This design comes from an exercise in tuning for small area on the open sky130 flow, not from production work.
RTL that was checked went through simulation tests only; none was proved equivalent to the original.
For runs 1 and 2, only the layout was checked, not whether the RTL still works.
Power and IR drop assume default switching activity.

`config.mk`:
```
export PLATFORM = sky130hd
export DESIGN_NAME = fano_decoder_top
export DESIGN_NICKNAME = fano_decoder_top
export VERILOG_FILES = /design/flow/design.v
export SDC_FILE = /design/flow/constraint.sdc
export NUM_CORES = 4
export LEC_CHECK = 0
export CAP_MARGIN = 20
export CORE_MARGIN = 2
export CORE_UTILIZATION = 40
export CTS_BUF_LIST = sky130_fd_sc_hd__clkbuf_4 sky130_fd_sc_hd__clkbuf_8
export CTS_CLUSTER_DIAMETER = 60
export CTS_CLUSTER_SIZE = 12
export SLEW_MARGIN = 20
```
`constraint.sdc`:
```
create_clock -name core_clock -period 8.0 [get_ports {clk}]
set_input_delay 1.6000 -clock core_clock [delete_from_list [all_inputs] [get_ports {clk}]]
set_output_delay 1.6000 -clock core_clock [all_outputs]
set_load 0.01 [all_outputs]
```
`design.v`:
```
`timescale 1ns/1ps
module fano_decoder_top (
    input  logic       clk,
    input  logic       nlocal_rst,
    input  logic       i_vld,
    input  logic [1:0] i_branch,
    output logic       o_vld,
    output logic       o_dec_sym
);
    localparam int WIN   = 64;            
    localparam int NSRCH = 53;            
    localparam logic [5:0] PTR_MAX = 6'd52;
    localparam logic [10:0] HIST_TAPS = 11'h596;
    localparam logic [3:0] S_INIT = 4'b0000;
    localparam logic [3:0] S_IDLE = 4'b0001;
    localparam logic [3:0] S_FM   = 4'b0010;
    localparam logic [3:0] S_MC1  = 4'b0101;
    localparam logic [3:0] S_MC2  = 4'b0110;
    localparam logic [3:0] S_MC3  = 4'b0111;
    localparam logic [3:0] S_BM0  = 4'b1000;
    localparam logic [3:0] S_BM1  = 4'b1001;
    localparam logic [3:0] S_BM2  = 4'b1010;
    localparam logic [3:0] S_BM3  = 4'b1011;
    logic [3:0]  state_q;
    logic [3:0]  state_d;
    logic        norm_en_q;
    logic [5:0]  ptr_q;
    logic [11:0] fwd_cnt_q;
    logic [NSRCH-1:0][1:0] rx_q;
    logic [WIN-1:0]        dec_q;
    logic [NSRCH-1:0]      worst_q;
    logic [11:0]           hist_q;
    logic        bm_ed_q;
    logic        bm_ep_q;
    logic        bm_w_q;
    logic signed [13:0] t_q;
    logic signed [15:0] mc_q;
    logic signed [15:0] mp_q;
    logic signed [15:0] ms_c;
    logic clr;
    logic s_idle, s_mc2, s_mc3, s_fm, s_bm0, s_bm2, s_bm3;
    logic ms_ge_t, mp_ge_t, mp_below_next, at_norm;
    logic fwd_move, back_move, start_fwd, mark_worst, t_up, t_down, norm;
    logic worst_here;
    logic [5:0]  rd_idx;
    logic [1:0]  rd_rx;
    logic        rd_worst;
    logic [5:0]  wr_idx;
    logic [6:0]  ptr_sum;
    logic        p_at_max;
    logic        h_down;
    logic        h_up;
    assign clr    = !nlocal_rst || (state_q == S_INIT);
    assign s_idle = state_q == S_IDLE;
    assign s_mc2  = state_q == S_MC2;
    assign s_mc3  = state_q == S_MC3;
    assign s_fm   = state_q == S_FM;
    assign s_bm0  = state_q == S_BM0;
    assign s_bm2  = state_q == S_BM2;
    assign s_bm3  = state_q == S_BM3;
    assign rd_idx   = s_bm0 ? ptr_q : ptr_q - 6'd1;
    assign rd_rx    = rx_q[rd_idx];
    assign rd_worst = worst_q[rd_idx];
    assign worst_here = rd_worst;
    logic [10:0] bm_hist;
    logic        bm_start;
    logic        pick;
    logic        mis_d, mis_p;
    logic signed [15:0] bm_val;
    assign bm_start = start_fwd || s_bm0;
    assign bm_hist  = s_bm0 ? hist_q[11:1] : hist_q[10:0];
    always_ff @(posedge clk) begin
        if (bm_start) begin
            bm_ed_q <= rd_rx[1];
            bm_ep_q <= rd_rx[0] ^ (^(bm_hist & HIST_TAPS));
            bm_w_q  <= s_bm0 ? rd_worst : mark_worst;
        end
    end
    assign pick  = (bm_ed_q & bm_ep_q) ^ bm_w_q;
    assign mis_d = bm_ed_q ^ pick;
    assign mis_p = bm_ep_q ^ pick;
    always_comb begin
        case ({state_q[3], mis_d, mis_p})
            3'b000:  bm_val = 16'sd2;
            3'b011:  bm_val = -16'sd10;
            3'b001:  bm_val = -16'sd4;
            3'b010:  bm_val = -16'sd4;
            3'b100:  bm_val = -16'sd2;
            3'b111:  bm_val = 16'sd10;
            default: bm_val = 16'sd4;
        endcase
    end
    logic signed [15:0] m_sum;
    assign m_sum = (state_q[3] ? mp_q : mc_q) + bm_val;
    logic signed [13:0] t_next;
    logic signed [13:0] ms_hi;
    logic signed [13:0] mp_hi;
    assign ms_c  = m_sum;
    assign ms_hi = ms_c[15:2];
    assign mp_hi = mp_q[15:2];
    assign t_next        = t_q + 14'sd1;
    assign ms_ge_t       = ms_hi >= t_q;
    assign mp_ge_t       = mp_hi >= t_q;
    assign mp_below_next = mp_hi < t_next;
    assign at_norm       = t_q == 14'sd64;
    assign fwd_move   = s_mc3 && ms_ge_t;
    assign back_move  = (s_mc3 && !ms_ge_t && mp_ge_t) || (s_bm3 && worst_here && mp_ge_t);
    assign t_down     = (s_mc3 && !ms_ge_t && !mp_ge_t) || (s_bm3 && worst_here && !mp_ge_t);
    assign t_up       = s_fm && mp_below_next;
    assign norm       = s_idle && at_norm && norm_en_q;
    assign mark_worst = s_bm3 && !worst_here;
    assign start_fwd  = (s_idle && ptr_q != 6'd0) || mark_worst;
    always_comb begin
        state_d = state_q;
        case (state_q)
            S_INIT: state_d = S_IDLE;
            S_IDLE: if (ptr_q != 6'd0) state_d = S_MC1;
            S_MC1:  state_d = S_MC2;
            S_MC2:  state_d = S_MC3;
            S_MC3:  state_d = ms_ge_t ? S_FM : (mp_ge_t ? S_BM0 : S_IDLE);
            S_FM:   state_d = S_IDLE;
            S_BM0:  state_d = S_BM1;
            S_BM1:  state_d = S_BM2;
            S_BM2:  state_d = S_BM3;
            S_BM3:  state_d = worst_here ? (mp_ge_t ? S_BM0 : S_IDLE) : S_MC1;
            default: state_d = S_INIT;
        endcase
    end
    always_ff @(posedge clk) begin
        if (!nlocal_rst) begin
            state_q <= S_INIT;
        end else begin
            state_q <= state_d;
        end
    end
    always_ff @(posedge clk) begin
        if (clr || state_q[3:2] == 2'b01) begin
            norm_en_q <= 1'b1;
        end else if (norm) begin
            norm_en_q <= 1'b0;
        end
    end
    assign ptr_sum = {1'b0, ptr_q} + {6'd0, i_vld} + {6'd0, back_move} - {6'd0, fwd_move};
    always_ff @(posedge clk) begin
        if (clr) begin
            ptr_q <= '0;
        end else if (ptr_sum > {1'b0, PTR_MAX}) begin
            ptr_q <= PTR_MAX;
        end else begin
            ptr_q <= ptr_sum[5:0];
        end
    end
    logic [11:0] cnt_run;    
    logic        cnt_en;
    always_comb begin
        cnt_run[0] = 1'b1;
        for (int i = 1; i < 12; i++) begin
            cnt_run[i] = cnt_run[i-1] & (fwd_cnt_q[i-1] ^ back_move);
        end
    end
    assign cnt_en = (fwd_move || back_move) && !(cnt_run[11] && (fwd_cnt_q[11] ^ back_move));
    always_ff @(posedge clk) begin
        if (clr) begin
            fwd_cnt_q <= '0;
        end else if (cnt_en) begin
            fwd_cnt_q <= fwd_cnt_q ^ cnt_run;
        end
    end
    assign wr_idx = ptr_q - 6'd1 + {5'd0, i_vld};
    always_ff @(posedge clk) begin
        if (i_vld) begin
            rx_q <= {rx_q[NSRCH-2:0], i_branch};
        end
    end
    always_ff @(posedge clk) begin
        for (int s = 0; s < WIN; s++) begin
            if (clr) begin
                dec_q[s] <= 1'b0;
            end else if (s < NSRCH && fwd_move && wr_idx == 6'(s)) begin
                dec_q[s] <= pick;
            end else if (i_vld) begin
                dec_q[s] <= (s == 0) ? 1'b0 : dec_q[(s == 0) ? 0 : s - 1];
            end
        end
    end
    always_ff @(posedge clk) begin
        for (int s = 0; s < NSRCH; s++) begin
            if (clr) begin
                worst_q[s] <= 1'b0;
            end else if ((mark_worst || start_fwd) && wr_idx == 6'(s)) begin
                worst_q[s] <= mark_worst;
            end else if (i_vld) begin
                worst_q[s] <= (s == 0) ? 1'b0 : worst_q[(s == 0) ? 0 : s - 1];
            end
        end
    end
    assign p_at_max = ptr_q == PTR_MAX;
    assign h_down   = fwd_move || (p_at_max && i_vld);
    assign h_up     = back_move && !p_at_max && !(ptr_q == PTR_MAX - 6'd1 && i_vld);
    logic [WIN-13:0] dec_above;
    assign dec_above = dec_q[WIN-1:12];
    always_ff @(posedge clk) begin
        if (clr) begin
            hist_q <= '0;
        end else if (h_down) begin
            hist_q <= {hist_q[10:0], fwd_move ? pick : dec_q[PTR_MAX-1]};
        end else if (h_up) begin
            hist_q <= {dec_above[ptr_q], hist_q[11:1]};
        end
    end
    logic [13:0] t_run;
    always_comb begin
        t_run[0] = 1'b1;
        for (int i = 1; i < 14; i++) begin
            t_run[i] = t_run[i-1] & (t_q[i-1] ^ t_down);
        end
    end
    always_ff @(posedge clk) begin
        if (clr) begin
            t_q  <= '0;
            mc_q <= '0;
            mp_q <= 16'sh8000;
        end else begin
            if (t_down || t_up) begin
                t_q <= t_q ^ t_run;
            end else if (norm) begin
                t_q <= 14'sd32;
            end
            if (fwd_move) begin
                mp_q <= mc_q;
                mc_q <= ms_c;
            end else if (back_move) begin
                mc_q <= mp_q;
            end else if (norm) begin
                mp_q <= mp_q >>> 1;
                mc_q <= mc_q >>> 1;
            end else if (s_bm2) begin
                if (fwd_cnt_q == 12'd0) begin
                    mp_q <= 16'sh8000;
                end else if (fwd_cnt_q == 12'd1) begin
                    mp_q <= '0;
                end else begin
                    mp_q <= m_sum;
                end
            end
        end
    end
    always_ff @(posedge clk) begin
        if (!nlocal_rst) begin
            o_vld <= 1'b0;
        end else begin
            o_vld <= i_vld;
        end
    end
    always_ff @(posedge clk) begin
        o_dec_sym <= dec_q[WIN-1];
    end
endmodule
```
`flow/run.sh`:
```
#!/bin/bash
# Own layout flow: the standard layout (standard.sh) with one change, the ABC
# script that maps the synthesised logic to cells (flow/abc_speed.script: the
# ORFS speed script without its final buffering and sizing passes, which the
# placement's repair redoes anyway). Registers come out of synthesis as before.
# Output of each step goes to its own log in this folder (and ORFS's own logs
# under orfs/logs).
set -euo pipefail
here=$(pwd)
rm -rf "$here/scripts"
cp -r "$FLOW_HOME/scripts" "$here/scripts"
cp "$here/flow/abc_speed.script" "$here/scripts/abc_speed.script"
bash "$here/standard.sh" SCRIPTS_DIR="$here/scripts" finish > "$here/standard_flow.log" 2>&1
```
`flow/abc_speed.script`:
```
&get -n
&st
&dch
&nf
&st
&syn2
&if -g -K 6
&synch2
&nf
&st
&syn2
&if -g -K 6
&synch2
&nf
&st
&syn2
&if -g -K 6
&synch2
&nf
&st
&syn2
&if -g -K 6
&synch2
&nf
&st
&syn2
&if -g -K 6
&synch2
&nf
&put
topo
```
`standard.sh`:
```
#!/bin/bash
# synth_recipe.tcl (not shown) runs the flow's synth.tcl, then flattens the netlist and writes it again
# the make line also repeats each setting of config.mk as NAME=value (left out here)
make -C /OpenROAD-flow-scripts/flow DESIGN_CONFIG=/design/flow/config.mk WORK_HOME=/design/flow/orfs CLKGATE_MAP_FILE= SYNTH_SCRIPT=/design/flow/synth_recipe.tcl "${@:-finish}"
```
==> results of run 1 <==
worst max-delay path: cells and delay by family, from the launching register on:
| family | cells | cell delay (ns) |
|---|---|---|
| muxes | 1 | 0.41 |
| and+or+nand+nor | 10 | 1.00 |
| DFF | 1 | 0.59 |
| xor gates and xnor gates | 2 | 0.50 |
| adders and majority gates | 4 | 1.38 |
| AOI/OAI and AO/OA | 14 | 2.85 |
| buffers and inverters | 1 | 0.10 |
power breakdown:
part           switching, mW  internal [mW]  leakage [nW]
Clock                  0.598          0.604         0.398
Combinational           1.66          0.723          3.53
Sequential            0.0569           1.69          2.67
cell type report:
| class | instances | area [µm²] |
|---|---|---|
| inverter | 47 | 178 |
| tap | 539 | 674 |
| clock inverter | 9 | 138 |
| sequential | 307 | 7240 |
| fill | 3888 | 22900 |
| clock buffer | 50 | 619 |
| timing repair buffer | 34 | 308 |
| multi-input combinational | 1313 | 9660 |
cells in the mapped netlist (all sizes together), types with 4 or more instances:
library cell and instances:
mux4 42, a31oi 51, nand2b 40, o211ai 9
nor2b 13, xor2 14, nand4 11, a22oi 27
a211oi 42, dfxtp 198, o221ai 36, nor2 146
a21o 8, nor4 13, nor3b 6, o21bai 9
or4 4, clkinv 47, a21boi 5, or3 14
o21ai 99, mux2 17, o21a 8, and2 11
ha 77, and3 11, xnor2 61, a21oi 97
nand2 129, edfxtp 109, o22ai 22, nor3 35
mux2i 107, nand3 79, o311a 34
logic make-up (layout without fill, tap and decap cells):
family                   after synthesis  count (layout)  share of synthesized area
AO/OA/AOI/OAI                        470             470                      0.184
XOR/XNOR                              75              75                     0.0389
adder cells (fa/ha/maj)               80              80                     0.0607
buffers and inverters                 47             140                     0.0105
flip-flops                           307             307                      0.429
multiplexers                         166             166                      0.131
AND/OR/NAND/NOR                      522             522                      0.146
per-layer routing:
layer  track usage  vias to the layer above
met4        0.0611                        0
met3        0.0281                       71
met2         0.338                      373
li1              -                     6644
met5             0                        -
met1         0.291                     6805
state kept, by name (all words and copies together) (netlist names):
register,flops
worst_q,53
t_q,14
ptr_q,6
mc_q,15
rx_q,106
dec_q,64
mp_q,15
bm_ed_q,1
state_q,4
bm_w_q,1
norm_en_q,1
fwd_cnt_q,12
bm_ep_q,1
hist_q,12
o_vld,1
o_dec_sym,1
worst max path at each step:
stage | slack, ns | depth (start not counted) | start | end
2_1_floorplan | -0.82 | 31 | state_q[3] | ptr_q[3]
3_3_place_gp | 1.34 | 32 | state_q[3] | ptr_q[3]
6_report | 1.08 | 32 | state_q[3] | ptr_q[3]
5_1_grt | 0.41 | 33 | bm_ep_q | ptr_q[3]
4_1_cts | 1.10 | 33 | bm_ep_q | ptr_q[3]
3_5_place_dp | 1.16 | 32 | state_q[3] | ptr_q[3]
layout by cell type (no fill, tap or decap), types with 22 or more instances in the layout:
master	netlist	final
a211oi_1	42	41
xnor2_1	61	55
nor3_1	35	34
o221ai_1	36	36
clkinv_1	47	47
mux2i_1	107	104
a21oi_1	97	96
clkbuf_8	0	39
mux4_2	42	42
nor2_1	146	144
nand3_1	79	79
o311a_1	34	34
a22oi_1	27	27
ha_1	77	76
dfxtp_1	198	197
nand2_1	129	128
a31oi_1	51	51
o22ai_1	22	22
nand2b_1	40	40
buf_4	0	26
o21ai_0	99	98
edfxtp_1	109	109
==> impl_metrics.env, run 1 <==
export IMPL_grt_pass1_vias=13300
export IMPL_worst_pin_slew_ns=1.13
export IMPL_highest_layer="met4"
export IMPL_grt_pass1_wl_mm=74.1
export IMPL_dieArea_um2=43800
export IMPL_wl_met1_mm=21.1
export IMPL_pin_count=7
export IMPL_synth_edff_count=109
export IMPL_yosys_top_cells_area="dfxtp_1 23%, edfxtp_1 19%, mux2i_1 6.3%, ha_1 5.7%, mux4_2 5.6%"
export IMPL_period_minus_slack_ns=6.92
export IMPL_drv_slew=0
export IMPL_stdcell_count=2299
export IMPL_vias=13900
export IMPL_grt_max_degree=141
export IMPL_port_buffers=6
export IMPL_setup_worst_path_class="flip-flop to flip-flop"
export IMPL_area_growth_pct=11.5
export IMPL_grt_ovfl_total=0
export IMPL_yosysTopAreaCell="dfxtp_1"
export IMPL_start_util=0.404
export IMPL_grtUsageTotal=0.208
export IMPL_synth_area_um2=16900
export IMPL_setup_viol=0
export IMPL_min_to="o_dec_sym"
export IMPL_reg2reg_to="ptr_q[3]"
export IMPL_power_density_nw_per_um2=283
export IMPL_ant_nets=0
export IMPL_slowest_stage="dfxtp_4"
export IMPL_wire_per_inst_um=19.9
export IMPL_final_period_utilization=0.864
export IMPL_r2r_start="state_q[3]"
export IMPL_drt_iter0_markers=1190
export IMPL_drt_first_pass_iters=5
export IMPL_dpl_cell_area_um2=18000
export IMPL_ir_worst_vdd_mv=0.203
export IMPL_power_mw=5.33
export IMPL_rsz0062_at_grt="false"
export IMPL_synthFlopType="dfxtp_1"
export IMPL_route_met2_wl_mm=21.3
export IMPL_dp_slack_ns=1.16
export IMPL_wl_met3_mm=2.24
export IMPL_die_h_um=209
export IMPL_clkSlewWorstSetupHoldPaths_ns=0.08
export IMPL_h_tree_depth=2
export IMPL_leakage_nw=6.59
export IMPL_async_reset_ff_frac=0
export IMPL_critPathMaxFanout=26
export IMPL_reg2reg_slack_ns=1.08
export IMPL_hp_start="dec_q[63]"
export IMPL_critPathLaunchType="flip-flop"
export IMPL_status="no timing/DRC/antenna violations"
export IMPL_synth_seq_area_share=0.429
export IMPL_cts_tree="done"
export IMPL_hold_buffers=0
export IMPL_max_stage_delay_ns=0.59
export IMPL_synth_nets=1752
export IMPL_yosys_warnings=1
export IMPL_core_region_area_um2=41800
export IMPL_row_count=75
export IMPL_setup_tns_ns=0
export IMPL_n_antenna_cell=0
export IMPL_clock_sink_count=307
export IMPL_crit_top_cell="nor2_1"
export IMPL_hp_class="flip-flop to flip-flop"
export IMPL_fin_nets=1823
export IMPL_hpwlAfterDp_mm=29.0
export IMPL_wirelength_mm=45.7
export IMPL_cap_violations=0
export IMPL_post_route_util=0.451
export IMPL_slew_limit_headroom=0.244
export IMPL_numPlacedInstances=2239
export IMPL_cts_buffers=35
export IMPL_vias_per_cell=6.04
export IMPL_cts_buffer_depth=3
export IMPL_gp_congestion=0.862
export IMPL_finalHoldViolCount=0
export IMPL_yosysUniqueCellTypes=58
export IMPL_clock_fmax_mhz=145
export IMPL_clk_latency_ns=0.59
export IMPL_synth_cells=1667
export IMPL_skew_ns=0.0460
export IMPL_antenna_found_initial=0
export IMPL_hold_depth=0
export IMPL_ys_seq_elements=307
export IMPL_fin_area_um2=18800
export IMPL_endpoint_kind="flip-flop"
export IMPL_dieWidth_um=209
export IMPL_drive_gt1_frac=0.0903
export IMPL_worst_slack_ns=1.08
export IMPL_avgSynthCellArea_um2=10.1
export IMPL_cp_required_ns=8.50
export IMPL_worstPathArrival_ns=7.42
export IMPL_post_cts_setup_buffers=0
export IMPL_cts_root_buf="clkbuf_8"
export IMPL_drc_errors=0
export IMPL_hold_slack_ns=0.408
export IMPL_cts_resized=0
export IMPL_synth_top_area_share=0.235
export IMPL_reg2reg_depth=32
==> inputs of run 2 (changes only) <==
--- a/design.v
+++ b/design.v
@@ -41,3 +41,3 @@
     logic s_idle, s_mc2, s_mc3, s_fm, s_bm0, s_bm2, s_bm3;
-    logic ms_ge_t, mp_ge_t, mp_below_next, at_norm;
+    logic ms_ge_t, mp_below_next, at_norm;
     logic fwd_move, back_move, start_fwd, mark_worst, t_up, t_down, norm;
@@ -101,4 +101,11 @@
     assign t_next        = t_q + 14'sd1;
-    assign ms_ge_t       = ms_hi >= t_q;
-    assign mp_ge_t       = mp_hi >= t_q;
+    logic ms_ge_c, mp_ge_c;
+    logic ms_ge_q, mp_ge_q;
+    assign ms_ge_c       = ms_hi >= t_q;
+    assign mp_ge_c       = mp_hi >= t_q;
+    always_ff @(posedge clk) begin
+        ms_ge_q <= ms_ge_c;
+        mp_ge_q <= mp_ge_c;
+    end
+    assign ms_ge_t       = ms_ge_q;
     assign mp_below_next = mp_hi < t_next;
@@ -106,4 +113,4 @@
     assign fwd_move   = s_mc3 && ms_ge_t;
-    assign back_move  = (s_mc3 && !ms_ge_t && mp_ge_t) || (s_bm3 && worst_here && mp_ge_t);
-    assign t_down     = (s_mc3 && !ms_ge_t && !mp_ge_t) || (s_bm3 && worst_here && !mp_ge_t);
+    assign back_move  = (s_mc3 && !ms_ge_q && mp_ge_q) || (s_bm3 && worst_here && mp_ge_c);
+    assign t_down     = (s_mc3 && !ms_ge_q && !mp_ge_q) || (s_bm3 && worst_here && !mp_ge_c);
     assign t_up       = s_fm && mp_below_next;
@@ -119,3 +126,3 @@
             S_MC2:  state_d = S_MC3;
-            S_MC3:  state_d = ms_ge_t ? S_FM : (mp_ge_t ? S_BM0 : S_IDLE);
+            S_MC3:  state_d = ms_ge_q ? S_FM : (mp_ge_q ? S_BM0 : S_IDLE);
             S_FM:   state_d = S_IDLE;
@@ -124,3 +131,3 @@
             S_BM2:  state_d = S_BM3;
-            S_BM3:  state_d = worst_here ? (mp_ge_t ? S_BM0 : S_IDLE) : S_MC1;
+            S_BM3:  state_d = worst_here ? (mp_ge_c ? S_BM0 : S_IDLE) : S_MC1;
             default: state_d = S_INIT;
==> run.sh (new file) <==
#!/bin/bash
# synth_recipe.tcl (not shown) runs the flow's synth.tcl, then flattens the netlist and writes it again
# the make line also repeats each setting of config.mk as NAME=value (left out here)
make -C /OpenROAD-flow-scripts/flow DESIGN_CONFIG=/design/flow/config.mk WORK_HOME=/design/flow/orfs CLKGATE_MAP_FILE= SYNTH_SCRIPT=/design/flow/synth_recipe.tcl finish
removed: flow/run.sh
removed: flow/abc_speed.script
removed: standard.sh
==> impl_metrics.env, run 2 <==
export IMPL_status="no timing/DRC/antenna violations"
export IMPL_top_register="rx_q"
export IMPL_synth_most_common_cell="dfxtp_1"
export IMPL_p_switching_mw=2.45
export IMPL_dieWidth_um=218
export IMPL_reg_top3="rx_q (106), dec_q (64), worst_q (53)"
export IMPL_clk_latency_ns=0.62
export IMPL_setup_worst_path_class="flip-flop to flip-flop"
export IMPL_drc_errors=0
export IMPL_yosys_top_cells_count="200 x dfxtp_1, 190 x nand2_1, 147 x nor2_1"
export IMPL_post_cts_setup_buffers=0
export IMPL_drv_slew=0
export IMPL_stdcell_count=2511
export IMPL_vias=15100
export IMPL_antenna_found_initial=0
export IMPL_wire_per_inst_um=20.1
export IMPL_h_tree_depth=2
export IMPL_drt_iter0_markers=1431
export IMPL_max_stage_delay_ns=0.87
export IMPL_yosysUniqueCellTypes=92
export IMPL_yosys_top_cells_area="dfxtp_1 22%, edfxtp_1 18%, mux4_2 5.4%, ha_1 5.2%, mux2i_1 4.1%"
export IMPL_numPlacedInstances=2445
export IMPL_skew_ns=0.0374
export IMPL_power_density_nw_per_um2=282
export IMPL_gp_congestion=0.919
export IMPL_critPathLaunchType="flip-flop"
export IMPL_endpoint_kind="flip-flop"
export IMPL_grt_pass1_vias=14100
export IMPL_slowest_stage="dfxtp_1"
export IMPL_hpwlAfterDp_mm=33.8
export IMPL_cts_resized=0
export IMPL_rsz0062_at_grt="false"
export IMPL_critPathMaxFanout=22
export IMPL_synth_nets=2027
export IMPL_die_h_um=218
export IMPL_drt_first_pass_iters=6
export IMPL_synth_top_area_share=0.218
export IMPL_clock_sink_count=309
export IMPL_crit_top_cell="a21oi_1"
export IMPL_synth_seq_area_share=0.397
export IMPL_vias_per_cell=6.00
export IMPL_power_frac_clock=0.234
export IMPL_avgSynthCellArea_um2=9.44
export IMPL_grt_max_degree=88
export IMPL_synth_edff_count=109
export IMPL_ir_worst_vdd_mv=0.304
export IMPL_worst_pin_slew_ns=1.10
export IMPL_fin_nets=1969
export IMPL_hold_buffers=0
export IMPL_grtUsageTotal=0.209
export IMPL_clock_fmax_mhz=154
export IMPL_cts_buffer_depth=3
export IMPL_synth_area_um2=18300
export IMPL_clkSlewWorstSetupHoldPaths_ns=0.09
export IMPL_setup_tns_ns=0
export IMPL_cts_buffers=37
export IMPL_ant_nets=0
export IMPL_start_util=0.405
export IMPL_final_common_cell="dfxtp_1"
export IMPL_hp_class="flip-flop to flip-flop"
export IMPL_yosysTopAreaCell="dfxtp_1"
export IMPL_critPathBufInv=3
export IMPL_finalHoldViolCount=0
export IMPL_drive_gt1_frac=0.118
export IMPL_swShare=0.441
export IMPL_cts_root_buf="clkbuf_8"
export IMPL_area_growth_pct=7.37
export IMPL_leakage_nw=6.98
export IMPL_row_count=78
export IMPL_cts_tree="done"
export IMPL_worstPathArrival_ns=6.94
export IMPL_seq_power_share=0.324
export IMPL_cap_violations=0
export IMPL_largest_reg_flops=106
export IMPL_core_region_area_um2=45300
export IMPL_dieArea_um2=47600
export IMPL_setup_viol=0
export IMPL_synthFlopType="dfxtp_1"
export IMPL_path_delay_family="compound AO/OA/AOI/OAI gates"
export IMPL_fill_cells=4488
export IMPL_final_period_utilization=0.813
export IMPL_port_buffers=6
export IMPL_ys_seq_elements=309
export IMPL_grt_ovfl_total=0
export IMPL_power_mw=5.55
export IMPL_period_minus_slack_ns=6.50
export IMPL_cp_required_ns=8.44
export IMPL_final_cell_mix="200 x dfxtp_1, 189 x nand2_1, 142 x nor2_1"
export IMPL_intPower_mw=3.10
export IMPL_async_reset_ff_frac=0
export IMPL_slew_limit_headroom=0.250
export IMPL_cp_cell_sequence="inv_1, ha_1, nand2b_1, mux2i_1, a22oi_1, a32oi_1, o211ai_2, and4b_1, buf_4, nor2_4, inv_2, fa_1, fa_1, a21oi_1, nor2_1, nor2_1, o21bai_1, a21oi_1, xnor2_1, o31a_1, a21oi_1"
export IMPL_wirelength_mm=50.4
export IMPL_yosys_warnings=1
export IMPL_n_antenna_cell=0
export IMPL_pwr_share_comb=0.442
export IMPL_pin_count=7
export IMPL_synth_cells=1943
export IMPL_grt_pass1_wl_mm=79.4
[run 2: layout make-up]
type                    instances  area [µm²]  area share
inverters                      53         199      0.0101
clock buffers                  52         628      0.0319
well taps                     600         751      0.0381
flip-flops and latches        309        7280       0.370
repair buffers                 36         290      0.0147
multi-input cells            1448       10300       0.525
clock inverters                13         201      0.0102
[run 2: worst paths after layout]
kind                            startpoint         to  slack (ns)  cells past startpoint
worst max-delay path              ptr_q[0]   ptr_q[2]        1.50                     21
worst min-delay path             dec_q[63]  o_dec_sym        0.41                      0
worst max register to register    ptr_q[0]   ptr_q[2]        1.50                     21
worst min register to register   dec_q[63]  o_dec_sym        0.41                      0
[run 2: logic make-up after synthesis]
| family | count (synthesis) | share of synthesized area |
|---|---|---|
| xor+xnor | 66 | 0.0315 |
| flops | 309 | 0.397 |
| simple gates | 642 | 0.167 |
| compound gates | 508 | 0.190 |
| fa+ha+maj | 79 | 0.0551 |
| buf+inv | 186 | 0.0430 |
| mux | 153 | 0.117 |
[run 2: metrics by stage]
| stage | instance area, µm² | util | setup slack [ns] | hold slack [ns] |
|---|---|---|---|---|
| 6_report | 19700 | 0.435 | 1.50 | 0.407 |
| 5_1_grt | 19700 | 0.435 | 1.02 | 0.425 |
| 4_1_cts | 19700 | 0.435 | 1.57 | 0.409 |
| 3_5_place_dp | 18900 | 0.416 | 1.66 | 0.394 |
| 3_3_place_gp | 18900 | 0.416 | 1.90 | 0.398 |
| 2_1_floorplan | 18300 | - | 2.52 | 0.346 |
[run 2: layer usage]
metal  routed length, µm  vias to the layer above  global-route usage  part of all wire
met2               23600                      402               0.341              0.47
met3                2620                       82              0.0299             0.052
met1               22800                     7395               0.286              0.45
li1                    -                     7176                   -                 -
met4                1270                        0              0.0615             0.025
met5                   0                        -                   0                 0
[run 2: power groups by stage]
stage	combinational (mW)	clock, mW	sequential, mW
after floorplan	1.76	0	1.78
after global placement	2.39	0	1.83
after detailed placement	2.42	0	1.83
after CTS	2.43	1.34	1.79
after global routing	2.67	1.39	1.80
final	2.45	1.30	1.80
==> inputs of run 3 (changes only) <==
--- a/design.v
+++ b/design.v
@@ -36,2 +36,3 @@
     logic signed [13:0] t_q;
+    logic [13:0]        t_run;
     logic signed [15:0] mc_q;
@@ -40,4 +41,5 @@
     logic clr;
+    logic rst;
     logic s_idle, s_mc2, s_mc3, s_fm, s_bm0, s_bm2, s_bm3;
-    logic ms_ge_t, mp_below_next, at_norm;
+    logic ms_ge_t, mp_ge_t, mp_below_next, at_norm;
     logic fwd_move, back_move, start_fwd, mark_worst, t_up, t_down, norm;
@@ -52,3 +54,4 @@
     logic        h_up;
-    assign clr    = !nlocal_rst || (state_q == S_INIT);
+    assign rst    = !nlocal_rst;
+    assign clr    = rst || (state_q == S_INIT);
     assign s_idle = state_q == S_IDLE;
@@ -94,3 +97,2 @@
     assign m_sum = (state_q[3] ? mp_q : mc_q) + bm_val;
-    logic signed [13:0] t_next;
     logic signed [13:0] ms_hi;
@@ -100,17 +102,22 @@
     assign mp_hi = mp_q[15:2];
-    assign t_next        = t_q + 14'sd1;
-    logic ms_ge_c, mp_ge_c;
-    logic ms_ge_q, mp_ge_q;
-    assign ms_ge_c       = ms_hi >= t_q;
-    assign mp_ge_c       = mp_hi >= t_q;
-    always_ff @(posedge clk) begin
-        ms_ge_q <= ms_ge_c;
-        mp_ge_q <= mp_ge_c;
-    end
-    assign ms_ge_t       = ms_ge_q;
-    assign mp_below_next = mp_hi < t_next;
+    function automatic logic cmp_ge(input logic [13:0] x, input logic [13:0] y, input logic ge_in);
+        logic c;
+        logic xi, yi;
+        c = ge_in;
+        for (int i = 0; i < 14; i++) begin
+            xi = (i == 13) ? !x[i] : x[i];
+            yi = (i == 13) ? y[i] : !y[i];
+            c = (xi & yi) | ((xi | yi) & c);
+        end
+        cmp_ge = c;
+    endfunction
+    logic mp_cmp;
+    assign ms_ge_t       = cmp_ge(ms_hi, t_q, 1'b1);
+    assign mp_cmp        = cmp_ge(mp_hi, t_q, !s_fm);
+    assign mp_ge_t       = mp_cmp;
+    assign mp_below_next = !mp_cmp && !(!t_q[13] && t_run[13]);
     assign at_norm       = t_q == 14'sd64;
     assign fwd_move   = s_mc3 && ms_ge_t;
-    assign back_move  = (s_mc3 && !ms_ge_q && mp_ge_q) || (s_bm3 && worst_here && mp_ge_c);
-    assign t_down     = (s_mc3 && !ms_ge_q && !mp_ge_q) || (s_bm3 && worst_here && !mp_ge_c);
+    assign back_move  = (s_mc3 && !ms_ge_t && mp_ge_t) || (s_bm3 && worst_here && mp_ge_t);
+    assign t_down     = (s_mc3 && !ms_ge_t && !mp_ge_t) || (s_bm3 && worst_here && !mp_ge_t);
     assign t_up       = s_fm && mp_below_next;
@@ -126,3 +133,3 @@
             S_MC2:  state_d = S_MC3;
-            S_MC3:  state_d = ms_ge_q ? S_FM : (mp_ge_q ? S_BM0 : S_IDLE);
+            S_MC3:  state_d = ms_ge_t ? S_FM : (mp_ge_t ? S_BM0 : S_IDLE);
             S_FM:   state_d = S_IDLE;
@@ -131,3 +138,3 @@
             S_BM2:  state_d = S_BM3;
-            S_BM3:  state_d = worst_here ? (mp_ge_c ? S_BM0 : S_IDLE) : S_MC1;
+            S_BM3:  state_d = worst_here ? (mp_ge_t ? S_BM0 : S_IDLE) : S_MC1;
             default: state_d = S_INIT;
@@ -159,16 +166,20 @@
     end
-    logic [11:0] cnt_run;    
-    logic        cnt_en;
-    always_comb begin
-        cnt_run[0] = 1'b1;
-        for (int i = 1; i < 12; i++) begin
-            cnt_run[i] = cnt_run[i-1] & (fwd_cnt_q[i-1] ^ back_move);
-        end
-    end
-    assign cnt_en = (fwd_move || back_move) && !(cnt_run[11] && (fwd_cnt_q[11] ^ back_move));
-    always_ff @(posedge clk) begin
-        if (clr) begin
+    logic       cnt_lo_zero;     
+    logic       cnt_hi_zero;     
+    logic       cnt_is_0, cnt_is_1, cnt_is_max;
+    logic       cnt_up_in, cnt_dn_in;
+    assign cnt_lo_zero = fwd_cnt_q[10:0] == 11'd0;
+    assign cnt_hi_zero = fwd_cnt_q[11:1] == 11'd0;
+    assign cnt_is_0    = cnt_hi_zero && !fwd_cnt_q[0];
+    assign cnt_is_1    = cnt_hi_zero && fwd_cnt_q[0];
+    assign cnt_is_max  = cnt_lo_zero && fwd_cnt_q[11];
+    assign cnt_up_in   = fwd_cnt_q[11] ^ fwd_cnt_q[5] ^ fwd_cnt_q[3] ^ fwd_cnt_q[0] ^ cnt_lo_zero;
+    assign cnt_dn_in   = fwd_cnt_q[0] ^ fwd_cnt_q[6] ^ fwd_cnt_q[4] ^ fwd_cnt_q[1] ^ cnt_hi_zero;
+    always_ff @(posedge clk) begin
+        if (rst) begin
             fwd_cnt_q <= '0;
-        end else if (cnt_en) begin
-            fwd_cnt_q <= fwd_cnt_q ^ cnt_run;
+        end else if (fwd_move && !cnt_is_max) begin
+            fwd_cnt_q <= {fwd_cnt_q[10:0], cnt_up_in};
+        end else if (back_move && !cnt_is_0) begin
+            fwd_cnt_q <= {cnt_dn_in, fwd_cnt_q[11:1]};
         end
@@ -217,3 +228,2 @@
     end
-    logic [13:0] t_run;
     always_comb begin
@@ -244,5 +254,5 @@
             end else if (s_bm2) begin
-                if (fwd_cnt_q == 12'd0) begin
+                if (cnt_is_0) begin
                     mp_q <= 16'sh8000;
-                end else if (fwd_cnt_q == 12'd1) begin
+                end else if (cnt_is_1) begin
                     mp_q <= '0;
==> flow/run.sh (new file) <==
#!/bin/bash
# Own layout flow: the standard layout (standard.sh, unchanged synthesis
# script and register mapping) with two changes:
#  - the ABC script that maps the synthesised logic to cells
#    (flow/abc_speed.script: ORFS's speed script with delay relaxation and more
#    area-recovery rounds, and without its final buffering and sizing passes,
#    which placement's repair redoes anyway)
#  - clock tree synthesis with clkbuf_4 only, small sink clusters and no dummy
#    loads (flow/cts_args.txt)
# Each step's output goes to its own log in this folder; ORFS keeps its logs
# under orfs/logs.
set -euo pipefail
here=$(pwd)
rm -rf "$here/scripts"
cp -r "$FLOW_HOME/scripts" "$here/scripts"
cp "$here/flow/abc_speed.script" "$here/scripts/abc_speed.script"
cts_args=$(cat "$here/flow/cts_args.txt")
bash "$here/standard.sh" SCRIPTS_DIR="$here/scripts" "CTS_ARGS=$cts_args" finish > "$here/standard_flow.log" 2>&1
==> flow/abc_speed.script (new file) <==
&get -n
&st
&dch
&nf -R 1000 -F 8
&st
&syn2
&if -g -K 6
&synch2
&nf -R 1000 -F 8
&st
&syn2
&if -g -K 6
&synch2
&nf -R 1000 -F 8
&st
&syn2
&if -g -K 6
&synch2
&nf -R 1000 -F 8
&st
&syn2
&if -g -K 6
&synch2
&nf -R 1000 -F 8
&put
topo
==> flow/cts_args.txt (new file) <==
-sink_clustering_enable -repair_clock_nets -dont_use_dummy_load -buf_list sky130_fd_sc_hd__clkbuf_4 -sink_clustering_size 10 -sink_clustering_max_diameter 45
==> standard.sh (new file) <==
#!/bin/bash
# synth_recipe.tcl (not shown) runs the flow's synth.tcl, then flattens the netlist and writes it again
# the make line also repeats each setting of config.mk as NAME=value (left out here)
make -C /OpenROAD-flow-scripts/flow DESIGN_CONFIG=/design/flow/config.mk WORK_HOME=/design/flow/orfs CLKGATE_MAP_FILE= SYNTH_SCRIPT=/design/flow/synth_recipe.tcl "${@:-finish}"
--- a/config.mk
+++ b/config.mk
@@ -9,6 +9,3 @@
 export CORE_MARGIN = 2
-export CORE_UTILIZATION = 40
-export CTS_BUF_LIST = sky130_fd_sc_hd__clkbuf_4 sky130_fd_sc_hd__clkbuf_8
-export CTS_CLUSTER_DIAMETER = 60
-export CTS_CLUSTER_SIZE = 12
+export CORE_UTILIZATION = 55
 export SLEW_MARGIN = 20
removed: run.sh
==> impl_metrics.env, run 3 <==
export IMPL_reg2reg_slack_ns=0.92
export IMPL_fin_nets=1704
export IMPL_synthFlopType="dfxtp_1"
export IMPL_fill_cells=2431
export IMPL_final_cell_mix="226 x nor2_1, 197 x dfxtp_1, 136 x mux2i_1"
export IMPL_finalHoldViolCount=0
export IMPL_synth_cells=1577
export IMPL_drive_gt1_frac=0.0855
export IMPL_yosys_top_cells_area="dfxtp_1 25%, edfxtp_1 20%, mux2i_1 8.5%, mux4_2 6.6%, nor2_1 5.4%"
export IMPL_grt_max_degree=89
export IMPL_cp_required_ns=8.56
export IMPL_slew_limit_headroom=0.273
export IMPL_leakage_nw=6.15
export IMPL_cts_resized=0
export IMPL_stdcell_count=2047
export IMPL_grt_pass1_wl_mm=66.7
export IMPL_cts_root_buf="clkbuf_4"
export IMPL_cap_violations=0
export IMPL_skew_ns=0.113
export IMPL_synth_top_area_share=0.247
export IMPL_yosys_top_cells_count="229 x nor2_1, 198 x dfxtp_1, 136 x mux2i_1"
export IMPL_grt_ovfl_total=0
export IMPL_yosysTopAreaCell="dfxtp_1"
export IMPL_power_density_nw_per_um2=278
export IMPL_final_period_utilization=0.886
export IMPL_critPathMaxFanout=17
export IMPL_clk_latency_ns=0.71
export IMPL_synth_nets=1618
export IMPL_drt_first_pass_iters=5
export IMPL_reg2reg_depth=27
export IMPL_die_h_um=175
export IMPL_period_minus_slack_ns=7.08
export IMPL_power_frac_clock=0.159
export IMPL_dieWidth_um=175
export IMPL_start_util=0.559
export IMPL_async_reset_ff_frac=0
export IMPL_vias=13100
export IMPL_grtUsageTotal=0.269
export IMPL_hp_start="dec_q[63]"
export IMPL_hold_buffers=0
export IMPL_intPower_mw=2.64
export IMPL_yosysUniqueCellTypes=54
export IMPL_post_cts_setup_buffers=0
export IMPL_numPlacedInstances=1999
export IMPL_dieArea_um2=30600
export IMPL_gp_congestion=0.879
export IMPL_r2r_start="state_q[3]"
export IMPL_clock_fmax_mhz=141
export IMPL_h_tree_depth=2
export IMPL_seq_power_share=0.356
export IMPL_drt_iter0_markers=1096
export IMPL_hp_class="flip-flop to flip-flop"
export IMPL_largest_reg_flops=106
export IMPL_min_to="o_dec_sym"
export IMPL_setup_viol=0
export IMPL_cts_buffers=44
export IMPL_path_delay_family="simple AND/OR/NAND/NOR gates"
export IMPL_critPathLaunchType="flip-flop"
export IMPL_reg_top3="rx_q (106), dec_q (64), worst_q (53)"
export IMPL_port_buffers=6
export IMPL_synth_seq_area_share=0.451
export IMPL_swShare=0.453
export IMPL_vias_per_cell=6.40
export IMPL_ys_seq_elements=307
export IMPL_ant_nets=0
export IMPL_critPathBufInv=2
export IMPL_final_common_cell="nor2_1"
export IMPL_ir_worst_vdd_mv=0.285
export IMPL_pwr_share_comb=0.485
export IMPL_p_switching_mw=2.18
export IMPL_hold_depth=0
export IMPL_wire_per_inst_um=20.2
export IMPL_cts_tree="done"
export IMPL_worstPathArrival_ns=7.64
export IMPL_clock_sink_count=307
export IMPL_row_count=62
export IMPL_max_stage_delay_ns=0.75
export IMPL_slowest_stage="dfxtp_1"
export IMPL_cts_buffer_depth=3
export IMPL_synth_area_um2=16000
export IMPL_multi_input_area_um2=8760
export IMPL_clkSlewWorstSetupHoldPaths_ns=0.10
export IMPL_fin_area_um2=17300
export IMPL_yosys_warnings=1
export IMPL_wirelength_mm=41.4
export IMPL_rsz0062_at_grt="false"
export IMPL_synth_most_common_cell="nor2_1"
export IMPL_setup_worst_path_class="flip-flop to flip-flop"
export IMPL_grt_pass1_vias=12300
export IMPL_pin_count=7
export IMPL_top_register="rx_q"
export IMPL_status="no timing/DRC/antenna violations"
export IMPL_area_growth_pct=8.04
export IMPL_drc_errors=0
export IMPL_reg2reg_to="t_q[8]"
export IMPL_core_region_area_um2=28700
export IMPL_endpoint_kind="flip-flop"
export IMPL_synth_edff_count=109
export IMPL_avgSynthCellArea_um2=10.2
export IMPL_dpl_cell_area_um2=17000
export IMPL_antenna_found_initial=1
export IMPL_drv_slew=0
export IMPL_hpwlAfterDp_mm=25.8
export IMPL_register_area_um2=7240
export IMPL_worst_pin_slew_ns=1.09
==> run 3: changes by cell type after synthesis, sizes merged, moves of 58 or more <==
cell    before  now
nand2      191   61
clkbuf      98    0
a31oi       24  106
nor2       148  229
nand3      122   63
mux2i       78  136
==> run 3: routing by layer <==
metal | track usage | share of wire | wire length (µm) | vias up
met2 | 0.414 | 0.45 | 18400 | 425
met5 | 0 | 0 | 0 | -
met4 | 0.0840 | 0.026 | 1100 | 0
li1 | - | - | - | 6290
met1 | 0.395 | 0.47 | 19400 | 6300
met3 | 0.0385 | 0.059 | 2430 | 83
==> run 3: cells by family (layout without fill, tap and decap cells) <==
kind of cell,after synthesis,count (layout),synth area share
muxes,199,199,0.162
other,0,2,0
xor gates and xnor gates,60,60,0.0328
adders and majority gates,45,45,0.0351
DFF,307,307,0.451
AOI/OAI and AO/OA,458,458,0.180
buffers and inverters,44,128,0.0103
and+or+nand+nor,464,464,0.129
==> run 3: worst max path at each step <==
stage,depth (start not counted),slack [ns],startpoint,end
final,27,0.92,state_q[3],t_q[8]
after CTS,27,0.98,state_q[3],t_q[8]
after detailed placement,27,0.97,state_q[3],t_q[8]
after global routing,29,0.22,state_q[3],t_q[12]
after floorplan,21,-0.01,state_q[3],ptr_q[2]
after global placement,27,1.23,state_q[3],t_q[12]
==> run 3: power groups by stage <==
| stage | Combinational, mW | Clock (mW) | Sequential [mW] |
|---|---|---|---|
| global route | 2.52 | 0.855 | 1.73 |
| CTS | 2.25 | 0.799 | 1.72 |
| finish | 2.34 | 0.768 | 1.72 |
| global placement | 2.23 | 0 | 1.75 |
| detailed placement | 2.25 | 0 | 1.75 |
| floorplan | 1.46 | 0 | 1.75 |
==> run 3: final cells by class <==
cell class	instances	area share
Antenna cell	2	0.000289
Tap cell	384	0.0277
Inverter	44	0.00953
Sequential cell	307	0.418
Timing Repair Buffer	40	0.0204
Multi-Input combinational cell	1226	0.505
Clock buffer	44	0.0191
==> run 3: worst register-to-register path: stages, from the launching register on <==
cell and delay [ns]:
dfxtp_1 0.75, buf_4 0.33, mux2_1 0.35, ha_1 0.38, o2111ai_1 0.13, o21ai_0 0.15, nor4_1 0.20, nor3_1 0.08
a211oi_1 0.35, o21ai_0 0.24, and4_1 0.24, nor3_1 0.39, nor2_1 0.11, a221oi_1 0.22, nand3_1 0.11, o22ai_1 0.29
nor3_1 0.13, a41o_1 0.24, nand2b_1 0.43, o41ai_1 0.16, ha_1 0.20, or3_1 0.50, nor2_1 0.21, clkinv_1 0.08
a2111oi_0 0.45, a31oi_1 0.09, xor2_1 0.16, nor2_1 0.05
==> run 3: metrics by stage <==
step	power, mW	setup TNS (ns)	util	hold slack, ns	setup WS (ns)
final	4.83	0	0.604	0.380	0.916
after global routing	5.10	0	0.604	0.394	0.218
after CTS	4.77	0	0.602	0.380	0.980
after detailed placement	4.00	0	0.591	0.363	0.967
after global placement	3.98	0	0.591	0.368	1.23
after floorplan	3.21	-0.0109	-	0.346	-0.0109
==> inputs of run 4 (changes only) <==
--- a/design.v
+++ b/design.v
@@ -96,3 +96,16 @@
     logic signed [15:0] m_sum;
-    assign m_sum = (state_q[3] ? mp_q : mc_q) + bm_val;
+    logic [15:0] add_a;
+    logic [3:0]  add_lo;
+    logic        hi_en;
+    logic [11:0] hi_run;
+    assign add_a  = state_q[3] ? mp_q : mc_q;
+    assign add_lo = {1'b0, add_a[3:1]} + {1'b0, bm_val[3:1]};
+    assign hi_en  = add_lo[3] ^ bm_val[15];
+    always_comb begin
+        hi_run[0] = hi_en;
+        for (int i = 1; i < 12; i++) begin
+            hi_run[i] = hi_run[i-1] & (add_a[i+3] ^ bm_val[15]);
+        end
+    end
+    assign m_sum = {add_a[15:4] ^ hi_run, add_lo[2:0], add_a[0]};
     logic signed [13:0] ms_hi;
--- a/config.mk
+++ b/config.mk
@@ -9,3 +9,3 @@
 export CORE_MARGIN = 2
-export CORE_UTILIZATION = 55
+export CORE_UTILIZATION = 70
 export SLEW_MARGIN = 20
==> impl_metrics.env, run 4 <==
export IMPL_drive_gt1_frac=0.0918
export IMPL_async_reset_ff_frac=0
export IMPL_final_common_cell="dfxtp_1"
export IMPL_intPower_mw=2.64
export IMPL_yosys_warnings=1
export IMPL_ys_seq_elements=307
export IMPL_worstPathArrival_ns=7.65
export IMPL_grt_pass1_vias=12300
export IMPL_period_minus_slack_ns=7.18
export IMPL_p_switching_mw=2.09
export IMPL_multi_input_area_um2=8680
export IMPL_area_growth_pct=6.68
export IMPL_endpoint_kind="flip-flop"
export IMPL_dieWidth_um=155
export IMPL_drv_slew=0
export IMPL_seq_power_share=0.371
export IMPL_final_cell_mix="197 x dfxtp_1, 150 x a21oi_1, 138 x nor2_1"
export IMPL_antenna_found_initial=1
export IMPL_ant_nets=0
export IMPL_reg_top3="rx_q (106), dec_q (64), worst_q (53)"
export IMPL_hpwlAfterDp_mm=26.5
export IMPL_setup_worst_path_class="flip-flop to flip-flop"
export IMPL_start_util=0.709
export IMPL_status="no timing/DRC/antenna violations"
export IMPL_gp_congestion=0.912
export IMPL_synth_nets=1568
export IMPL_cts_buffer_depth=3
export IMPL_power_density_nw_per_um2=278
export IMPL_critPathMaxFanout=15
export IMPL_synth_cells=1537
export IMPL_clock_fmax_mhz=139
export IMPL_cts_root_buf="clkbuf_4"
export IMPL_critPathLaunchType="flip-flop"
export IMPL_pwr_share_comb=0.474
export IMPL_min_to="o_dec_sym"
export IMPL_drt_iter0_markers=1484
export IMPL_yosysTopAreaCell="dfxtp_1"
export IMPL_drc_errors=0
export IMPL_grt_max_degree=107
export IMPL_final_period_utilization=0.897
export IMPL_dieArea_um2=24000
export IMPL_clock_sink_count=307
export IMPL_worst_slack_ns=0.825
export IMPL_cts_buffers=41
export IMPL_hp_start="dec_q[63]"
export IMPL_cp_startpoint="bm_ep_q"
export IMPL_hp_class="flip-flop to flip-flop"
export IMPL_ir_worst_vdd_mv=0.263
export IMPL_synth_seq_area_share=0.454
export IMPL_post_cts_setup_buffers=0
export IMPL_cap_violations=0
export IMPL_synthFlopType="dfxtp_1"
export IMPL_largest_reg_flops=106
export IMPL_swShare=0.442
export IMPL_worst_pin_slew_ns=1.13
export IMPL_synth_most_common_cell="dfxtp_1"
export IMPL_synth_area_um2=15900
export IMPL_power_frac_clock=0.155
export IMPL_clk_latency_ns=0.69
export IMPL_cts_resized=0
export IMPL_yosys_top_cells_area="dfxtp_1 25%, edfxtp_1 21%, mux4_2 8.5%, mux2i_1 6.3%, a21oi_1 4.8%"
export IMPL_wirelength_mm=40.8
export IMPL_yosys_top_cells_count="198 x dfxtp_1, 153 x a21oi_1, 141 x nor2_1"
export IMPL_rsz0062_at_grt="false"
export IMPL_cts_tree="done"
export IMPL_vias=13300
export IMPL_vias_per_cell=7.02
export IMPL_die_h_um=155
export IMPL_register_area_um2=7240
export IMPL_reg2reg_depth=27
export IMPL_pin_count=7
export IMPL_grt_ovfl_total=0
export IMPL_fin_nets=1646
export IMPL_cp_required_ns=8.48
export IMPL_grt_pass1_wl_mm=65.3
export IMPL_setup_tns_ns=0
export IMPL_leakage_nw=5.82
export IMPL_r2r_start="bm_ep_q"
export IMPL_port_buffers=6
export IMPL_grtUsageTotal=0.338
export IMPL_h_tree_depth=2
export IMPL_synth_edff_count=109
export IMPL_wire_per_inst_um=21.5
export IMPL_row_count=55
export IMPL_skew_ns=0.0834
export IMPL_yosysUniqueCellTypes=54
export IMPL_hold_buffers=0
export IMPL_setup_viol=0
export IMPL_avgSynthCellArea_um2=10.4
export IMPL_slew_limit_headroom=0.245
export IMPL_reg2reg_to="t_q[9]"
export IMPL_finalHoldViolCount=0
export IMPL_hold_depth=0
export IMPL_reg2reg_slack_ns=0.82
export IMPL_dp_slack_ns=1.01
export IMPL_top_register="rx_q"
export IMPL_core_region_area_um2=22500
export IMPL_synth_top_area_share=0.249
export IMPL_drt_first_pass_iters=6
export IMPL_clkSlewWorstSetupHoldPaths_ns=0.10
export IMPL_fill_cells=1597
[run 4: cell types whose count changed after synthesis, moves of 30 or more]
| cell | before | now |
|---|---|---|
| a211oi_1 | 55 | 7 |
| a21oi_1 | 90 | 153 |
| a31oi_1 | 106 | 13 |
| mux2i_1 | 136 | 100 |
| nand2_1 | 61 | 106 |
| nand2b_1 | 13 | 59 |
| nor2_1 | 229 | 141 |
| o21ai_0 | 103 | 133 |
| o221ai_1 | 16 | 49 |
| o311a_1 | 1 | 47 |
[run 4: layout make-up]
class	instances	area share
multi-input combinational	1196	0.510
antenna	1	0.000147
timing repair buffer	35	0.0174
inverter	34	0.00750
sequential	307	0.426
tap	285	0.0210
clock buffer	41	0.0181
[run 4: power by group through the flow]
stage	Clock, mW	Combinational (mW)	Sequential [mW]
global route	0.803	2.41	1.76
global placement	0	2.15	1.78
detailed placement	0	2.19	1.79
finish	0.736	2.24	1.75
floorplan	0	1.50	1.77
CTS	0.750	2.21	1.75
[run 4: per-layer routing]
metal | global-route usage | share of wire | vias up
met4 | 0.166 | 0.047 | 0
met3 | 0.0448 | 0.065 | 131
li1 | - | - | 6165
met5 | 0 | 0 | -
met1 | 0.455 | 0.41 | 6481
met2 | 0.547 | 0.48 | 555
[run 4: critical path, cell delays in order, from the launching register on]
cell and delay, ns:
edfxtp_1 0.41, xnor2_1 0.44, nand2_1 0.18, ha_1 0.31
a21o_1 0.15, a21oi_1 0.33, nand2_1 0.15, o21bai_1 0.22
o22ai_1 0.34, and3_1 0.29, o21ai_0 0.13, xnor2_1 0.34
nor2_1 0.07, a21oi_1 0.12, o41ai_1 0.07, o21ai_0 0.53
nor2_1 0.16, a21oi_2 0.40, nand2b_1 0.56, mux2i_1 0.28
nor2_1 0.08, ha_1 0.18, nor2b_1 0.26, nand2_1 0.16
o22ai_1 0.41, o21ai_0 0.20, xnor2_1 0.17, nor2_1 0.05
[run 4: worst max path at each step]
stage	to	slack [ns]	cells past startpoint
2_1_floorplan	ptr_q[3]	0.07	21
3_3_place_gp	t_q[9]	1.25	27
3_5_place_dp	t_q[9]	1.01	27
4_1_cts	t_q[9]	0.94	27
5_1_grt	t_q[9]	0.34	27
6_report	t_q[9]	0.82	27
[run 4: kinds of logic (layout without fill, tap and decap cells)]
group                    count (synthesis)  after routing  synth area share
XOR/XNOR                                64             64            0.0352
other                                    0              1                 0
AO/OA/AOI/OAI                          471            471             0.189
AND/OR/NAND/NOR                        464            464             0.137
buffers and inverters                   34            110           0.00800
flip-flops                             307            307             0.454
adder cells (fa/ha/maj)                 33             33            0.0262
multiplexers                           164            164             0.150
[run 4: metrics by stage]
stage / area [µm²] / cells / power (mW) / utilization / hold WS (ns)
2_1_floorplan: 16000 / 1537 / 3.27 / - / 0.346
3_3_place_gp: 16700 / 1856 / 3.93 / 0.741 / 0.369
3_5_place_dp: 16700 / 1857 / 3.98 / 0.742 / 0.375
4_1_cts: 17000 / 1898 / 4.71 / 0.756 / 0.393
5_1_grt: 17000 / 1899 / 4.98 / 0.756 / 0.403
6_report: 17000 / 1899 / 4.73 / 0.756 / 0.395
==> inputs of run 5 (changes only) <==
==> flow/cts_args.txt (replaced) <==
-sink_clustering_enable -repair_clock_nets -dont_use_dummy_load -buf_list sky130_fd_sc_hd__clkbuf_4 -sink_clustering_size 10 -sink_clustering_max_diameter 40
--- a/config.mk
+++ b/config.mk
@@ -10,2 +10,3 @@
 export CORE_UTILIZATION = 70
+export GPL_TIMING_DRIVEN = 0
 export SLEW_MARGIN = 20
==> impl_metrics.env, run 5 <==
export IMPL_status="no timing/DRC/antenna violations"
export IMPL_largest_reg_flops=106
export IMPL_final_cell_mix="196 x dfxtp_1, 150 x a21oi_1, 138 x nor2_1"
export IMPL_power_mw=4.93
export IMPL_worst_slack_ns=0.500
export IMPL_yosysTopAreaCell="dfxtp_1"
export IMPL_yosys_warnings=1
export IMPL_core_region_area_um2=22500
export IMPL_leakage_nw=5.97
export IMPL_start_util=0.709
export IMPL_gp_congestion=0.861
export IMPL_rsz0062_at_grt="false"
export IMPL_numPlacedInstances=1854
export IMPL_slowest_stage="dfxtp_1"
export IMPL_clk_latency_ns=0.71
export IMPL_finalHoldViolCount=0
export IMPL_ir_worst_vdd_mv=0.267
export IMPL_skew_ns=0.125
export IMPL_fin_nets=1650
export IMPL_cp_required_ns=8.59
export IMPL_pwr_share_comb=0.486
export IMPL_synth_nets=1568
export IMPL_reg2reg_depth=25
export IMPL_antenna_found_initial=1
export IMPL_r2r_start="ptr_q[1]"
export IMPL_vias_per_cell=7.09
export IMPL_worstPathArrival_ns=8.09
export IMPL_crit_top_cell="nor2_1"
export IMPL_yosys_top_cells_area="dfxtp_1 25%, edfxtp_1 21%, mux4_2 8.5%, mux2i_1 6.3%, a21oi_1 4.8%"
export IMPL_synth_cells=1537
export IMPL_die_h_um=155
export IMPL_dp_slack_ns=-1.52
export IMPL_drive_gt1_frac=0.0996
export IMPL_yosysUniqueCellTypes=54
export IMPL_avgSynthCellArea_um2=10.4
export IMPL_register_area_um2=7240
export IMPL_clock_sink_count=307
export IMPL_power_density_nw_per_um2=284
export IMPL_ys_seq_elements=307
export IMPL_multi_input_area_um2=8770
export IMPL_intPower_mw=2.72
export IMPL_synth_area_um2=15900
export IMPL_slew_limit_headroom=0.216
export IMPL_yosys_top_cells_count="198 x dfxtp_1, 153 x a21oi_1, 141 x nor2_1"
export IMPL_worst_pin_slew_ns=1.17
export IMPL_synth_edff_count=109
export IMPL_grt_max_degree=115
export IMPL_dieArea_um2=24000
export IMPL_drt_iter0_markers=1391
export IMPL_stdcell_count=1903
export IMPL_hp_start="dec_q[63]"
export IMPL_grt_pass1_vias=13100
export IMPL_cts_tree="done"
export IMPL_period_minus_slack_ns=7.50
export IMPL_setup_worst_path_class="flip-flop to flip-flop"
export IMPL_port_buffers=6
export IMPL_async_reset_ff_frac=0
export IMPL_critPathBufInv=3
export IMPL_grtUsageTotal=0.348
export IMPL_grt_pass1_wl_mm=67.3
export IMPL_hpwlAfterDp_mm=26.3
export IMPL_cts_buffer_depth=3
export IMPL_clock_fmax_mhz=133
export IMPL_path_delay_family="simple AND/OR/NAND/NOR gates"
export IMPL_endpoint_kind="flip-flop"
export IMPL_h_tree_depth=2
export IMPL_wire_per_inst_um=21.9
export IMPL_critPathMaxFanout=21
export IMPL_power_frac_clock=0.154
export IMPL_fill_cells=1538
export IMPL_cp_depth=25
export IMPL_synth_most_common_cell="dfxtp_1"
export IMPL_final_period_utilization=0.937
export IMPL_swShare=0.448
export IMPL_p_switching_mw=2.21
export IMPL_hp_class="flip-flop to flip-flop"
export IMPL_synthFlopType="dfxtp_1"
export IMPL_post_route_util=0.772
export IMPL_cp_startpoint="ptr_q[1]"
export IMPL_vias=13500
export IMPL_setup_viol=0
export IMPL_hold_depth=0
export IMPL_wirelength_mm=41.6
export IMPL_final_common_cell="dfxtp_1"
export IMPL_synth_seq_area_share=0.454
export IMPL_reg_top3="rx_q (106), dec_q (64), worst_q (53)"
export IMPL_seq_power_share=0.360
export IMPL_top_register="rx_q"
export IMPL_synth_top_area_share=0.249
export IMPL_max_stage_delay_ns=1.11
export IMPL_pin_count=7
export IMPL_clkSlewWorstSetupHoldPaths_ns=0.10
export IMPL_cts_root_buf="clkbuf_4"
export IMPL_cts_buffers=44
export IMPL_area_growth_pct=8.95
export IMPL_ant_nets=0
export IMPL_hold_buffers=0
export IMPL_drv_slew=0
export IMPL_dieWidth_um=155
export IMPL_drc_errors=0
export IMPL_drt_first_pass_iters=6
export IMPL_cap_violations=0
export IMPL_grt_ovfl_total=0
export IMPL_critPathLaunchType="flip-flop"
export IMPL_row_count=55
## run 5: cell counts after synthesis
Identical to the previous run, type by type.
## run 5: metrics by stage
step / hold slack (ns) / setup TNS [ns] / cell area [µm²]
after floorplan: 0.346 / 0 / 16000
after global placement: 0.362 / -1236.64 / 16400
after detailed placement: 0.368 / -11.86 / 16900
after CTS: 0.385 / 0 / 17300
after global routing: 0.391 / 0 / 17400
final: 0.384 / 0 / 17400
## run 5: cell type report
| class | instances | area share |
|---|---|---|
| multi-input cells | 1199 | 0.505 |
| flip-flops and latches | 307 | 0.417 |
| repair buffers | 33 | 0.0310 |
| well taps | 285 | 0.0205 |
| clock buffers | 44 | 0.0190 |
| inverters | 34 | 0.00763 |
| diodes | 1 | 0.000144 |
## run 5: final timing paths
kind,to,slack [ns]
min,o_dec_sym,0.38
min reg2reg,o_dec_sym,0.38
max reg2reg,ptr_q[1],0.50
max,ptr_q[1],0.50
## run 5: what timing repair did
action / 4_1_cts / 5_1_grt
pin swaps: 0 / 1
gates cloned: 2 / 1
setup endpoints to repair: 23 / 12
setup buffers: 0 / 1
gates resized for setup: 4 / 4
## run 5: per-layer routing
layer,part of all wire,track usage,vias up
li1,-,-,6176
met1,0.41,0.470,6503
met2,0.48,0.573,689
met3,0.083,0.0546,129
met4,0.032,0.133,0
met5,0,0,-
## run 5: cells by family (layout without fill, tap and decap cells)
| group | after synthesis | count (layout) | share of synthesized area |
|---|---|---|---|
| other | 0 | 1 | 0 |
| buffers and inverters | 34 | 111 | 0.00800 |
| multiplexers | 164 | 164 | 0.150 |
| adder cells (fa/ha/maj) | 33 | 33 | 0.0262 |
| XOR/XNOR | 64 | 64 | 0.0352 |
| AO/OA/AOI/OAI | 471 | 471 | 0.189 |
| flip-flops | 307 | 307 | 0.454 |
| AND/OR/NAND/NOR | 464 | 467 | 0.137 |
## run 5: power groups by stage
stage	logic [mW]	clock network [mW]	registers [mW]
finish	2.39	0.760	1.78
global route	2.57	0.832	1.78
CTS	2.33	0.770	1.77
detailed placement	2.31	0	1.80
global placement	2.09	0	1.81
floorplan	1.50	0	1.77
==> inputs of run 6 (changes only) <==
--- a/config.mk
+++ b/config.mk
@@ -9,4 +9,3 @@
 export CORE_MARGIN = 2
-export CORE_UTILIZATION = 70
-export GPL_TIMING_DRIVEN = 0
+export CORE_UTILIZATION = 80
 export SLEW_MARGIN = 20
==> impl_metrics.env, run 6 <==
export IMPL_setup_viol=0
export IMPL_final_cell_mix="197 x dfxtp_1, 150 x a21oi_1, 138 x nor2_1"
export IMPL_clock_fmax_mhz=138
export IMPL_numPlacedInstances=1834
export IMPL_h_tree_depth=2
export IMPL_intPower_mw=2.63
export IMPL_fill_cells=1027
export IMPL_clock_sink_count=307
export IMPL_top_register="rx_q"
export IMPL_drive_gt1_frac=0.0895
export IMPL_drt_iter0_markers=2384
export IMPL_cap_violations=0
export IMPL_cp_required_ns=8.47
export IMPL_drt_first_pass_iters=6
export IMPL_power_mw=4.81
export IMPL_setup_tns_ns=0
export IMPL_grtUsageTotal=0.424
export IMPL_ir_worst_vdd_mv=0.404
export IMPL_worst_pin_slew_ns=1.12
export IMPL_port_buffers=6
export IMPL_endpoint_kind="flip-flop"
export IMPL_worst_slack_ns=0.771
export IMPL_fin_area_um2=16900
export IMPL_cts_root_buf="clkbuf_4"
export IMPL_final_period_utilization=0.904
export IMPL_yosys_top_cells_area="dfxtp_1 25%, edfxtp_1 21%, mux4_2 8.5%, mux2i_1 6.3%, a21oi_1 4.8%"
export IMPL_fin_nets=1642
export IMPL_seq_power_share=0.367
export IMPL_drc_errors=0
export IMPL_yosysTopAreaCell="dfxtp_1"
export IMPL_reg2reg_slack_ns=0.77
export IMPL_finalHoldViolCount=0
export IMPL_power_density_nw_per_um2=284
export IMPL_cts_resized=0
export IMPL_power_frac_clock=0.152
export IMPL_critPathLaunchType="flip-flop"
export IMPL_rsz0062_at_grt="false"
export IMPL_multi_input_area_um2=8680
export IMPL_skew_ns=0.0930
export IMPL_max_stage_delay_ns=0.44
export IMPL_synth_most_common_cell="dfxtp_1"
export IMPL_grt_ovfl_total=0
export IMPL_crit_top_cell="nor2_1"
export IMPL_worstPathArrival_ns=7.70
export IMPL_core_region_area_um2=19500
export IMPL_clk_latency_ns=0.71
export IMPL_ys_seq_elements=307
export IMPL_drv_slew=0
export IMPL_post_cts_setup_buffers=0
export IMPL_swShare=0.454
export IMPL_grt_pass1_wl_mm=71.8
export IMPL_reg_top3="rx_q (106), dec_q (64), worst_q (53)"
export IMPL_vias_per_cell=7.54
export IMPL_wirelength_mm=45.0
export IMPL_wire_per_inst_um=24.0
export IMPL_avgSynthCellArea_um2=10.4
export IMPL_synth_cells=1537
export IMPL_dpl_cell_area_um2=16600
export IMPL_dieArea_um2=21100
export IMPL_stdcell_count=1875
export IMPL_synth_edff_count=109
export IMPL_largest_reg_flops=106
export IMPL_setup_worst_path_class="flip-flop to flip-flop"
export IMPL_synth_top_area_share=0.249
export IMPL_yosys_warnings=1
export IMPL_dieWidth_um=145
export IMPL_yosys_top_cells_count="198 x dfxtp_1, 153 x a21oi_1, 141 x nor2_1"
export IMPL_hp_class="flip-flop to flip-flop"
export IMPL_die_h_um=145
export IMPL_period_minus_slack_ns=7.23
export IMPL_hold_buffers=0
export IMPL_clkSlewWorstSetupHoldPaths_ns=0.11
export IMPL_cts_buffers=40
export IMPL_synth_nets=1568
export IMPL_async_reset_ff_frac=0
export IMPL_synth_area_um2=15900
export IMPL_status="no timing/DRC/antenna violations"
export IMPL_vias=14100
export IMPL_synthFlopType="dfxtp_1"
export IMPL_p_switching_mw=2.18
export IMPL_leakage_nw=5.79
export IMPL_gp_congestion=0.949
export IMPL_grt_max_degree=114
export IMPL_cts_buffer_depth=3
export IMPL_pwr_share_comb=0.482
export IMPL_hold_depth=0
export IMPL_final_common_cell="dfxtp_1"
export IMPL_slew_limit_headroom=0.247
export IMPL_reg2reg_depth=30
export IMPL_dp_slack_ns=1.07
export IMPL_ant_nets=0
export IMPL_hold_slack_ns=0.382
export IMPL_yosysUniqueCellTypes=54
export IMPL_synth_seq_area_share=0.454
export IMPL_antenna_found_initial=1
export IMPL_cts_tree="done"
export IMPL_register_area_um2=7240
export IMPL_grt_pass1_vias=13400
export IMPL_area_growth_pct=6.27
export IMPL_slowest_stage="xnor2_1"
export IMPL_hpwlAfterDp_mm=28.1
export IMPL_start_util=0.817
export IMPL_pin_count=7
export IMPL_row_count=51
export IMPL_post_route_util=0.868
export IMPL_critPathMaxFanout=33
run 6: cell types whose count changed in the layout (fill, tap and decap cells not counted), moves of 4 or more:
cell / previous run / this run
buf_16: 9 / 0
clkbuf_4: 44 / 40
buf_4: 2 / 26
buf_8: 5 / 1
buf_6: 9 / 0
run 6: power groups by stage:
stage               sequential (mW)  combinational (mW)  clock [mW]
finish                         1.76                2.31       0.729
global route                   1.77                2.45       0.782
CTS                            1.76                2.21       0.725
detailed placement             1.79                2.18           0
global placement               1.78                2.09           0
floorplan                      1.77                1.50           0
run 6: cells by family after synthesis:
family	count (synthesis)	share of synthesized area
flip-flops	307	0.454
XOR/XNOR	64	0.0352
AO/OA/AOI/OAI	471	0.189
multiplexers	164	0.150
AND/OR/NAND/NOR	464	0.137
adder cells (fa/ha/maj)	33	0.0262
buffers and inverters	34	0.00800
run 6: path summary, 6_finish.rpt:
| check | end | start |
|---|---|---|
| hold / removal | o_dec_sym | dec_q[63] |
| setup reg to reg | ptr_q[2] | bm_ep_q |
| setup / recovery | ptr_q[2] | bm_ep_q |
| hold reg to reg | o_dec_sym | dec_q[63] |
run 6: cell type report:
type	count	share of cell area
Multi-Input combinational cell	1196	0.513
Sequential cell	307	0.427
Tap cell	265	0.0196
Clock buffer	40	0.0177
Timing Repair Buffer	32	0.0154
Inverter	34	0.00753
Antenna cell	1	0.000148
run 6: critical path, delay by kind of cell, from the launching register on:
kind | cells | cell delay, ns
adder cells (fa/ha/maj) | 4 | 1.46
buffers and inverters | 2 | 0.23
XOR/XNOR | 3 | 0.98
flip-flops | 1 | 0.43
AND/OR/NAND/NOR | 11 | 1.62
AO/OA/AOI/OAI | 10 | 2.27
run 6: routing by layer:
metal	routed length (µm)	track usage
met1	16200	0.575
met2	20800	0.674
met3	5510	0.0711
met4	2470	0.201
met5	0	0

[static timing again, ports no longer ideal]
How much do the figures lean on ideal ports? The routed layouts below were timed once more, with nothing changed but the port constraints. Step 1 assumes that a clkbuf_16 drives the clock port and a buf_2 every other input. Step 2 adds t to the input delays and takes it off the output delays; t is the mean of the earliest and latest rising clock arrival at the registers after step 1. Input paths then give back, and output paths get back, about the clock's delay inside the block. Slacks: ideal ports / drivers / drivers and shift; pairs: ideal ports / drivers.
run	shift t [ns]	slack for setup (ns)	pins driven straight from the clock port
run 1	0.617	1.085 / 1.085 / 1.085	1
run 2	0.651	1.500 / 1.500 / 1.500	1
run 3	0.698	0.916 / 0.916 / 0.916	1
run 4	0.695	0.825 / 0.825 / 0.825	1
run 5	0.693	0.500 / 0.500 / 0.500	1
run 6	0.714	0.771 / 0.771 / 0.771	1
After both steps every run listed still meets setup and hold.
